This design comes from an exercise in tuning for small area, a short achievable clock period and few clock cycles per item on the open sky130 flow, not from production work.

## keyframe_displacement_test_core
module keyframe_displacement_test_core
(
  input  wire logic        clk_i,
  input  wire logic        rst_ni,
  input  wire logic        in_valid,
  output logic             in_stall,
  input  wire logic [16:0] ref_x_i,
  input  wire logic [16:0] ref_y_i,
  input  wire logic [16:0] cur_x_i,
  input  wire logic [16:0] cur_y_i,
  input  wire logic        valid_req_i,
  input  wire logic        has_reference_i,
  input  wire logic        last_i,
  output logic             out_valid,
  input  wire logic        out_stall,
  output logic             is_keyframe_o,
  output logic [12:0]      match_count_o,
  output logic [29:0]      distance_sum_o,
  input  wire logic        cfg_valid,
  output logic             cfg_ready,
  input  wire logic [1:0]  cfg_index_i,
  input  wire logic [15:0] cfg_data_i
);
  logic [12:0] min_matches_q, width_q;
  logic [15:0] min_mean_q;
  logic [28:0] mw_q;         
  logic [3:0]  mul_cnt_q;    
  logic        mul_busy_q;
  logic        cfg_we_mw;
  assign cfg_ready = 1'b1;
  assign cfg_we_mw = cfg_valid && (cfg_index_i == 2'd1 || cfg_index_i == 2'd2);
  always_ff @(posedge clk_i or negedge rst_ni) begin
    if (!rst_ni) begin
      min_matches_q <= 13'd0;
      min_mean_q    <= 16'd0;
      width_q       <= 13'd640;
    end else if (cfg_valid) begin
      case (cfg_index_i)
        2'd0: min_matches_q <= cfg_data_i[12:0];
        2'd1: min_mean_q    <= cfg_data_i;
        2'd2: width_q       <= cfg_data_i[12:0];
        default: ;
      endcase
    end
  end
  logic [12:0] wsh_q;        
  always_ff @(posedge clk_i) begin
    if (cfg_we_mw) wsh_q <= (cfg_index_i == 2'd2) ? cfg_data_i[12:0] : width_q;
    else           wsh_q <= {wsh_q[11:0], 1'b0};
  end
  always_ff @(posedge clk_i or negedge rst_ni) begin
    if (!rst_ni) begin
      mw_q       <= 29'd0;
      mul_cnt_q  <= 4'd0;
      mul_busy_q <= 1'b0;
    end else if (cfg_we_mw) begin
      mw_q       <= 29'd0;
      mul_cnt_q  <= 4'd12;
  ...
Settings: LEC_CHECK=0, CAP_MARGIN=20, CORE_MARGIN=2, CORE_UTILIZATION=60, SLEW_MARGIN=20; clock period 9.0 ns.
standard.sh (not shown) runs the stock make flow with config.mk's settings and CLKGATE_MAP_FILE= SYNTH_SCRIPT=/design/flow/synth_recipe.tcl, a recipe that flattens the netlist after the stock synthesis.
==> flow/flow/run.sh <==
#!/bin/bash
# the standard layout, with port buffers of a plain buffer cell and setup
# repair aiming at a tighter target than the 9 ns clock
export BUFFER_PORTS_ARGS="-buffer_cell sky130_fd_sc_hd__buf_2"
export SETUP_SLACK_MARGIN=5.4
bash standard.sh > standard.log 2>&1
The baseline produced a clean layout.
==> next run, changes <==
==> flow/run.sh (new file) <==
#!/bin/bash
# synth_recipe.tcl (not shown) runs the flow's synth.tcl, then flattens the netlist and writes it again
# the make line also repeats each setting of config.mk as NAME=value (left out here)
make -C /OpenROAD-flow-scripts/flow DESIGN_CONFIG=/design/flow/config.mk WORK_HOME=/design/flow/orfs CLKGATE_MAP_FILE= SYNTH_SCRIPT=/design/flow/synth_recipe.tcl finish
--- a/flow/config.mk
+++ b/flow/config.mk
@@ -8,4 +8,5 @@
 export CAP_MARGIN = 20
 export CORE_MARGIN = 2
-export CORE_UTILIZATION = 60
+export CORE_UTILIZATION = 40
+export SETUP_SLACK_MARGIN = 5
 export SLEW_MARGIN = 20
removed: flow/flow/run.sh
removed: flow/standard.sh
The changed run finished with timing, DRC and antenna clean.
Hold slack is worse by 0.0032 ns.
Register-to-register slack is worse by 0.24 ns.
Count of clock-buffer cells in the layout falls by 7.
Worst setup slack is worse by 0.24 ns.
Final cell count rises by a little under a tenth.
==> next run, changes <==
==> flow/flow/run.sh (new file) <==
#!/bin/bash
# the standard layout, with port buffers of a plain buffer cell and setup
# repair aiming at a tighter target than the 9 ns clock
export BUFFER_PORTS_ARGS="-buffer_cell sky130_fd_sc_hd__buf_2"
export SETUP_SLACK_MARGIN=5.7
bash standard.sh > standard.log 2>&1
==> flow/standard.sh (new file) <==
#!/bin/bash
# synth_recipe.tcl (not shown) runs the flow's synth.tcl, then flattens the netlist and writes it again
# the make line also repeats each setting of config.mk as NAME=value (left out here)
make -C /OpenROAD-flow-scripts/flow DESIGN_CONFIG=/design/flow/config.mk WORK_HOME=/design/flow/orfs CLKGATE_MAP_FILE= SYNTH_SCRIPT=/design/flow/synth_recipe.tcl "${@:-finish}"
--- a/flow/config.mk
+++ b/flow/config.mk
@@ -9,4 +9,3 @@
 export CORE_MARGIN = 2
 export CORE_UTILIZATION = 40
-export SETUP_SLACK_MARGIN = 5
 export SLEW_MARGIN = 20
removed: flow/run.sh
Result: The changed run finished clean. Synthesized area does not change. Wire length climbs by 7.0%. Fmax climbs by 7.3%. Synthesized cell count stays the same. Cell area climbs by 4.0%. Die area stays the same.
==> next run, changes <==
==> flow/flow/run.sh (replaced) <==
#!/bin/bash
# the standard layout, with port buffers of a plain buffer cell and setup
# repair aiming at a tighter target than the 9 ns clock
export BUFFER_PORTS_ARGS="-buffer_cell sky130_fd_sc_hd__buf_2"
export SETUP_SLACK_MARGIN=5.4
bash standard.sh > standard.log 2>&1
--- a/flow/config.mk
+++ b/flow/config.mk
@@ -8,4 +8,5 @@
 export CAP_MARGIN = 20
 export CORE_MARGIN = 2
-export CORE_UTILIZATION = 40
+export CORE_UTILIZATION = 60
+export CTS_BUF_LIST = sky130_fd_sc_hd__clkbuf_4 sky130_fd_sc_hd__clkbuf_8
 export SLEW_MARGIN = 20
The changed run went through all stages and came out clean. Synthesized area stays the same. Cell count falls by 8.6%. Clock skew came out lower by 0.020 ns. Maximum frequency decreases by 1.3%. Design area is lower by 4.9%.
No functional check of the RTL was part of any run of this note.

[port drivers added, routing unchanged]
In the flow no input, the clock included, has a driving cell. The finished layouts below were timed again as built, in two steps.
Step 1 (the two cells are an assumption about what drives the block):
set clk [get_ports {clk_i}]
set_driving_cell -lib_cell sky130_fd_sc_hd__clkbuf_16 $clk
set_driving_cell -lib_cell sky130_fd_sc_hd__buf_2 [delete_from_list [all_inputs] $clk]
Step 2, shift: input delay + t, output delay - t, t = (earliest + latest rising clock arrival at the registers) / 2. This alone moves slack from input paths to output paths.
a / b / c = ideal / step 1 / step 2; a / b = the first two.
run | t (ns) | slack for setup (ns) | worst hold slack (ns) | worst slew at a driven data input, ns
the first run | 0.749 | 5.372 / 5.372 / 4.966 | 0.301 / 0.301 / 0.301 | 0.05
the second run | 0.779 | 5.128 / 5.128 / 4.499 | 0.298 / 0.298 / 0.298 | 0.05
the third run | 0.788 | 5.391 / 5.391 / 5.080 | 0.275 / 0.275 / 0.275 | 0.05
the fourth run | 0.891 | 5.343 / 5.343 / 4.885 | 0.305 / 0.305 / 0.305 | 0.05
After both steps setup and hold are still met in every run listed. For the second run, which loses most, drivers alone change the setup slack by 0.000 ns; drivers and shift together by -0.629 ns.
